From an optimization exercise on the open Yosys and OpenROAD flow, aimed at small area and a short achievable clock period; shortcuts taken in it are not production practice. Only simulation tests tie the RTL to the original design; equivalence was not proved.

==> flow/design.v <==
`default_nettype none
package rename_pkg;
    typedef logic [5-1:0] areg_t;      
    typedef logic [6-1:0] preg_t;      
    typedef struct packed {
        areg_t rd;       
        areg_t rs1;      
        areg_t rs2;      
    } rename_req_t;
    typedef struct packed {
        preg_t prd;          
        preg_t old_prd;      
        preg_t prs1;         
        preg_t prs2;         
    } rename_rsp_t;
    typedef struct packed {
        areg_t rd;       
        preg_t prd;      
    } commit_t;
endpackage
`default_nettype wire
`default_nettype none
module hold_ao22 (
    input  logic s, sn, a, b,
    output logic y
);
    assign y = (s & a) | (sn & b);
endmodule
module cnt_sel3 (
    input  logic up, down, a, b, c,
    output logic y
);
    assign y = up ? a : (down ? b : c);
endmodule
`default_nettype wire
`default_nettype none
module map_inv (input logic a, output logic y);
    assign y = !a;
endmodule
module map_nand2 (input logic a, b, output logic y);
    assign y = !(a & b);
endmodule
module map_nand3 (input logic a, b, c, output logic y);
    assign y = !(a & b & c);
endmodule
module map_nand4 (input logic a, b, c, d, output logic y);
    assign y = !(a & b & c & d);
endmodule
module map_nor2 (input logic a, b, output logic y);
    assign y = !(a | b);
endmodule
module map_or8 (
    input  logic [3:0] s0, d0, s1, d1,
    output logic       y
);
    logic [3:0] t;
    assign t = ~((s0 & d0) | (s1 & d1));
    assign y = ~&t;
endmodule
module map_or7 (
    input  logic [2:0] s0, d0, s1, d1,
    input  logic       s2, d2,
    output logic       y
);
    logic [3:0] t;
    assign t[2:0] = ~((s0 & d0) | (s1 & d1));
    assign t[3]   = ~(s2 & d2);
    assign y = ~&t;
endmodule
module map_decode (
    input  rename_pkg::areg_t       a,
    output logic [32-1:1]   sel
);
    rename_pkg::areg_t an;           
    logic [3:0] lo_n;                
    logic [7:0] hi_n;                
    for (genvar b = 0; b < 5; b++) begin : g_inv
        map_inv u_inv (.a(a[b]), .y(an[b]));
    end
    for (genvar k = 0; k < 4; k++) begin : g_lo
        map_nand2 u_lo (
            .a ((k % 2) != 0 ? a[0] : an[0]),
            .b ((k / 2) != 0 ? a[1] : an[1]),
            .y (lo_n[k])
        );
    end
    for (genvar j = 0; j < 8; j++) begin : g_hi
        map_nand3 u_hi (
            .a ((j % 2) != 0 ? a[2] : an[2]),
            .b (((j / 2) % 2) != 0 ? a[3] : an[3]),
            .c ((j / 4) != 0 ? a[4] : an[4]),
            .y (hi_n[j])
        );
    end
    for (genvar i = 1; i < 32; i++) begin : g_sel
        map_nor2 u_sel (.a(hi_n[i / 4]), .b(lo_n[i % 4]), .y(sel[i]));
    end
endmodule
module map_read_bit (
    input  logic [32-1:1] sel,
    input  logic [32-1:1] d,
    output logic                  y
);
    logic [3:0]  p;      
    logic [1:0]  q;      
    for (genvar g = 0; g < 3; g++) begin : g_or8
        map_or8 u_p (
            .s0 ({sel[8*g + 7], sel[8*g + 5], sel[8*g + 3], sel[8*g + 1]}),
            .d0 ({d[8*g + 7],   d[8*g + 5],   d[8*g + 3],   d[8*g + 1]}),
            .s1 ({sel[8*g + 8], sel[8*g + 6], sel[8*g + 4], sel[8*g + 2]}),
            .d1 ({d[8*g + 8],   d[8*g + 6],   d[8*g + 4],   d[8*g + 2]}),
            .y  (p[g])
        );
    end
    map_or7 u_p3 (
        .s0 ({sel[29], sel[27], sel[25]}), .d0 ({d[29], d[27], d[25]}),
        .s1 ({sel[30], sel[28], sel[26]}), .d1 ({d[30], d[28], d[26]}),
        .s2 (sel[31]), .d2 (d[31]),
        .y  (p[3])
    );
    map_nor2  u_q0 (.a(p[0]), .b(p[1]), .y(q[0]));
    map_nor2  u_q1 (.a(p[2]), .b(p[3]), .y(q[1]));
    map_nand2 u_y  (.a(q[0]), .b(q[1]), .y(y));
endmodule
module map_read (
    input  logic [32-1:1]              sel,
    input  logic [32-1:1][6-1:0] tab,
    output rename_pkg::preg_t                  y
);
    for (genvar b = 0; b < 6; b++) begin : g_bit
        logic [32-1:1] d;
        for (genvar i = 1; i < 32; i++) begin : g_col
            assign d[i] = tab[i][b];
        end
        map_read_bit u_bit (.sel(sel), .d(d), .y(y[b]));
    end
endmodule
module map_nor3 (input logic a, b, c, output logic y);
    assign y = !(a | b | c);
endmodule
module map_and2 (input logic a, b, output logic y);
    assign y = a & b;
endmodule
module map_ao21_2 (input logic a, b, c, output logic y, yn);
    assign y  = (a & b) | c;
    assign yn = !((a & b) | c);
endmodule
module map_aoi21 (input logic a, b, c, output logic y);
    assign y = !((a & b) | c);
endmodule
module map_alloc (
    input  rename_pkg::areg_t rd,
    input  logic              valid,
    input  logic              nonempty,
    output logic              rd_nz,
    output logic              stall,
    output logic              alloc,
    output logic              alloc_n
);
    logic z_hi, z_lo;        
    logic s_hi, s_lo;        
    logic v;                 
    map_nor3  u_zhi   (.a(rd[4]), .b(rd[3]), .c(rd[2]), .y(z_hi));
    map_nor2  u_zlo   (.a(rd[1]), .b(rd[0]), .y(z_lo));
    map_nand2 u_nz    (.a(z_hi), .b(z_lo), .y(rd_nz));
    map_nor3  u_shi   (.a(rd[4]), .b(rd[3]), .c(rd[2]), .y(s_hi));
    map_nor2  u_slo   (.a(rd[1]), .b(rd[0]), .y(s_lo));
    map_aoi21 u_stall (.a(s_hi), .b(s_lo), .c(nonempty), .y(stall));
    map_and2  u_v     (.a(valid), .b(nonempty), .y(v));
    map_and2  u_al    (.a(v), .b(rd_nz), .y(alloc));
    map_nand2 u_aln   (.a(v), .b(rd_nz), .y(alloc_n));
endmodule
`default_nettype wire
`default_nettype none
`default_nettype wire
`default_nettype none
module rename_unit (
    input  logic        clk,
    input  logic        rst,
    input  logic        rename_valid,
    input  logic [14:0] rename_req,      
    output logic        rename_stall,
    output logic        rsp_valid,
    output logic [23:0] rename_rsp,      
    input  logic        commit_valid,
    input  logic [10:0] commit           
);
    localparam int FW = $clog2(32);
    rename_pkg::rename_req_t req;
    rename_pkg::commit_t     cmt;
    assign req = rename_req;
    assign cmt = commit;
    logic [32-1:1][6-1:0] spec_map;   
    rename_pkg::preg_t  fl [32];
    logic               park_pend;       
    logic [FW:0]        free_cnt;        
    logic               free_nonempty;
    logic [FW-1:0]      fresh_cnt;       
    logic               fresh_done;      
    rename_pkg::preg_t  rsp_prd, rsp_old, rsp_prs1, rsp_prs2;
    logic [32-1:1] sel_rs1, sel_rs2, sel_rd;
    logic               rd_nz;
    logic               accept;
    logic               alloc, alloc_n;
    logic               release_valid;
    rename_pkg::preg_t  head;            
    map_decode dec_rs1 (.a(req.rs1), .sel(sel_rs1));
    map_decode dec_rs2 (.a(req.rs2), .sel(sel_rs2));
    map_decode dec_rd  (.a(req.rd),  .sel(sel_rd));
    map_alloc alloc_i (
        .rd       (req.rd),
        .valid    (rename_valid),
        .nonempty (free_nonempty),
        .rd_nz    (rd_nz),
        .stall    (rename_stall),
        .alloc    (alloc),
        .alloc_n  (alloc_n)
    );
    assign accept        = rename_valid && (free_nonempty || !rd_nz);
    assign release_valid = commit_valid && (cmt.rd != '0);
    assign head = fresh_done ? fl[0] : rename_pkg::preg_t'({1'b1, fresh_cnt});
    rename_pkg::preg_t prs1, prs2, old_prd;
    map_read rd_rs1 (.sel(sel_rs1), .tab(spec_map), .y(prs1));
    map_read rd_rs2 (.sel(sel_rs2), .tab(spec_map), .y(prs2));
    map_read rd_rd  (.sel(sel_rd),  .tab(spec_map), .y(old_prd));
    rename_pkg::preg_t wr_one;           
    rename_pkg::preg_t wr_zero;          
    assign wr_one  = head | {6{rst}};
    assign wr_zero = head & {6{!rst}};
    logic map_wv;                        
    assign map_wv = rename_valid && free_nonempty;
    for (genvar i = 1; i < 32; i++) begin : g_map
        localparam rename_pkg::preg_t RST_VAL = rename_pkg::preg_t'(i);
        logic we, we_n;
        rename_pkg::preg_t d;
        map_ao21_2 u_we (.a(map_wv), .b(sel_rd[i]), .c(rst), .y(we), .yn(we_n));
        for (genvar b = 0; b < 6; b++) begin : g_bit
            hold_ao22 u_hold (
                .s  (we),
                .sn (we_n),
                .a  (RST_VAL[b] ? wr_one[b] : wr_zero[b]),
                .b  (spec_map[i][b]),
                .y  (d[b])
            );
        end
        always_ff @(posedge clk) begin
            spec_map[i] <= d;
        end
    end
    logic [FW:0] free_cnt_inc, free_cnt_dec;
    logic        cnt_up, cnt_down;
    assign free_cnt_inc = free_cnt + 1'b1;
    assign free_cnt_dec = free_cnt - 1'b1;
    assign cnt_up       = release_valid && !alloc;
    assign cnt_down     = alloc && !release_valid;
    logic [FW:0] free_cnt_d;
    logic        free_nonempty_d;
    for (genvar b = 0; b <= FW; b++) begin : g_cnt
        cnt_sel3 u_cnt (
            .up   (cnt_up),
            .down (cnt_down),
            .a    (free_cnt_inc[b]),
            .b    (free_cnt_dec[b]),
            .c    (free_cnt[b]),
            .y    (free_cnt_d[b])
        );
    end
    cnt_sel3 u_nonempty (
        .up   (cnt_up),
        .down (cnt_down),
        .a    (1'b1),
        .b    (free_cnt != (FW+1)'(1)),
        .c    (free_nonempty),
        .y    (free_nonempty_d)
    );
    always_ff @(posedge clk) begin
        if (rst) begin
            free_cnt      <= (FW+1)'(32);
            free_nonempty <= 1'b1;
        end else begin
            free_cnt      <= free_cnt_d;
            free_nonempty <= free_nonempty_d;
        end
    end
    always_ff @(posedge clk) begin
        if (rst) begin
            fresh_cnt  <= '0;
            fresh_done <= 1'b0;
        end else if (alloc && !fresh_done) begin
            fresh_cnt  <= fresh_cnt + 1'b1;
            fresh_done <= (fresh_cnt == FW'(32 - 1));
        end
    end
    always_ff @(posedge clk) begin
        if (rst) begin
            park_pend <= 1'b0;
        end else begin
            park_pend <= alloc;
        end
    end
    for (genvar i = 0; i < 32; i++) begin : g_fl
        rename_pkg::preg_t d;
        if (i == 32 - 1) begin : g_last
            always_comb d = park_pend ? rsp_old : fl[i];
        end else begin : g_rot
            rename_pkg::preg_t nxt;
            if (i == 32 - 2) begin : g_tail
                assign nxt = park_pend ? rsp_old : fl[i + 1];
            end else begin : g_body
                assign nxt = fl[i + 1];
            end
            for (genvar b = 0; b < 6; b++) begin : g_bit
                hold_ao22 u_hold (.s(alloc), .sn(alloc_n), .a(nxt[b]), .b(fl[i][b]), .y(d[b]));
            end
        end
        always_ff @(posedge clk) begin
            fl[i] <= d;
        end
    end
    always_ff @(posedge clk) begin
        if (rst) begin
            rsp_valid <= 1'b0;
        end else begin
            rsp_valid <= accept;
        end
    end
    always_ff @(posedge clk) begin
        rsp_prd  <= rd_nz ? head : 6'd0;
        rsp_old  <= old_prd;
        rsp_prs1 <= prs1;
        rsp_prs2 <= prs2;
    end
    assign rename_rsp = {rsp_prd, rsp_old, rsp_prs1, rsp_prs2};
endmodule
`default_nettype wire
export LEC_CHECK = 0
export CAP_MARGIN = 20
export CORE_MARGIN = 2
export CORE_UTILIZATION = 60
export CTS_CLUSTER_DIAMETER = 70
export CTS_CLUSTER_SIZE = 24
export SETUP_SLACK_MARGIN = 2.0
export SLEW_MARGIN = 20
export SYNTH_HIERARCHICAL = 1
export SYNTH_MINIMUM_KEEP_SIZE = 0
create_clock -name core_clock -period 4.0 [get_ports {clk}]
standard.sh (not shown) runs the stock make flow with config.mk's settings and CLKGATE_MAP_FILE= SYNTH_SCRIPT=/design/flow/synth_recipe.tcl, a recipe that flattens the netlist after the stock synthesis.
==> flow/flow/run.sh <==
#!/bin/bash
# The standard layout, with the port buffers built from a plain buffer
# cell (buf_4) instead of the delay-type buffer buffer_ports picks by default
set -euo pipefail
export BUFFER_PORTS_ARGS="-buffer_cell sky130_fd_sc_hd__buf_4"
bash standard.sh > standard.log 2>&1
The first run produced a clean layout.
==> next run, changes <==
--- a/flow/design.v
+++ b/flow/design.v
@@ -142,7 +142,6 @@
     assign y = a & b;
 endmodule
-module map_ao21_2 (input logic a, b, c, output logic y, yn);
-    assign y  = (a & b) | c;
-    assign yn = !((a & b) | c);
+module map_ao21 (input logic a, b, c, output logic y);
+    assign y = (a & b) | c;
 endmodule
 module map_aoi21 (input logic a, b, c, output logic y);
@@ -234,5 +233,6 @@
         logic we, we_n;
         rename_pkg::preg_t d;
-        map_ao21_2 u_we (.a(map_wv), .b(sel_rd[i]), .c(rst), .y(we), .yn(we_n));
+        map_ao21  u_we  (.a(map_wv), .b(sel_rd[i]), .c(rst), .y(we));
+        map_aoi21 u_wen (.a(map_wv), .b(sel_rd[i]), .c(rst), .y(we_n));
         for (genvar b = 0; b < 6; b++) begin : g_bit
             hold_ao22 u_hold (
The new run ran to the end with no violations.
Area after synthesis grows slightly.
Cell area grows slightly.
Core utilization shrinks by 1.0 points.
Clock-buffer cell count grows by 4.
Worst setup slack gets worse by 0.0082 ns.
Global-route usage shrinks by 0.90 points.
Non-clock buffer count shrinks by 8.
Critical path depth does not change.

[static timing again, ports no longer ideal]
The results above use ideal ports. As a check the final layouts listed here were re-extracted and re-timed, cells and wires unchanged.
Step 1 assumes that a clkbuf_16 drives the clock port and a buf_2 every other input.
Step 2 adds t to the input delays and takes it off the output delays; t is the mean of the earliest and latest rising clock arrival at the registers after step 1. Input paths then give back, and output paths get back, about the clock's delay inside the block.
Three values: no drivers, after step 1, after step 2; two values: the first two.
run	t (ns)	slack for setup (ns)	hold WS [ns]	worst register clock-pin slew, ns	worst slew at a driven data input, ns
the first run	0.591	1.921 / 1.872 / 1.390	0.475 / 0.475 / 0.475	0.10 / 0.10	0.06
the second run	0.599	1.913 / 1.866 / 1.389	0.472 / 0.472 / 0.472	0.10 / 0.10	0.07
After both steps setup and hold are still met in every run listed. The setup slack of the first run, which loses most, moves by -0.049 ns with the drivers and by -0.531 ns with both steps.
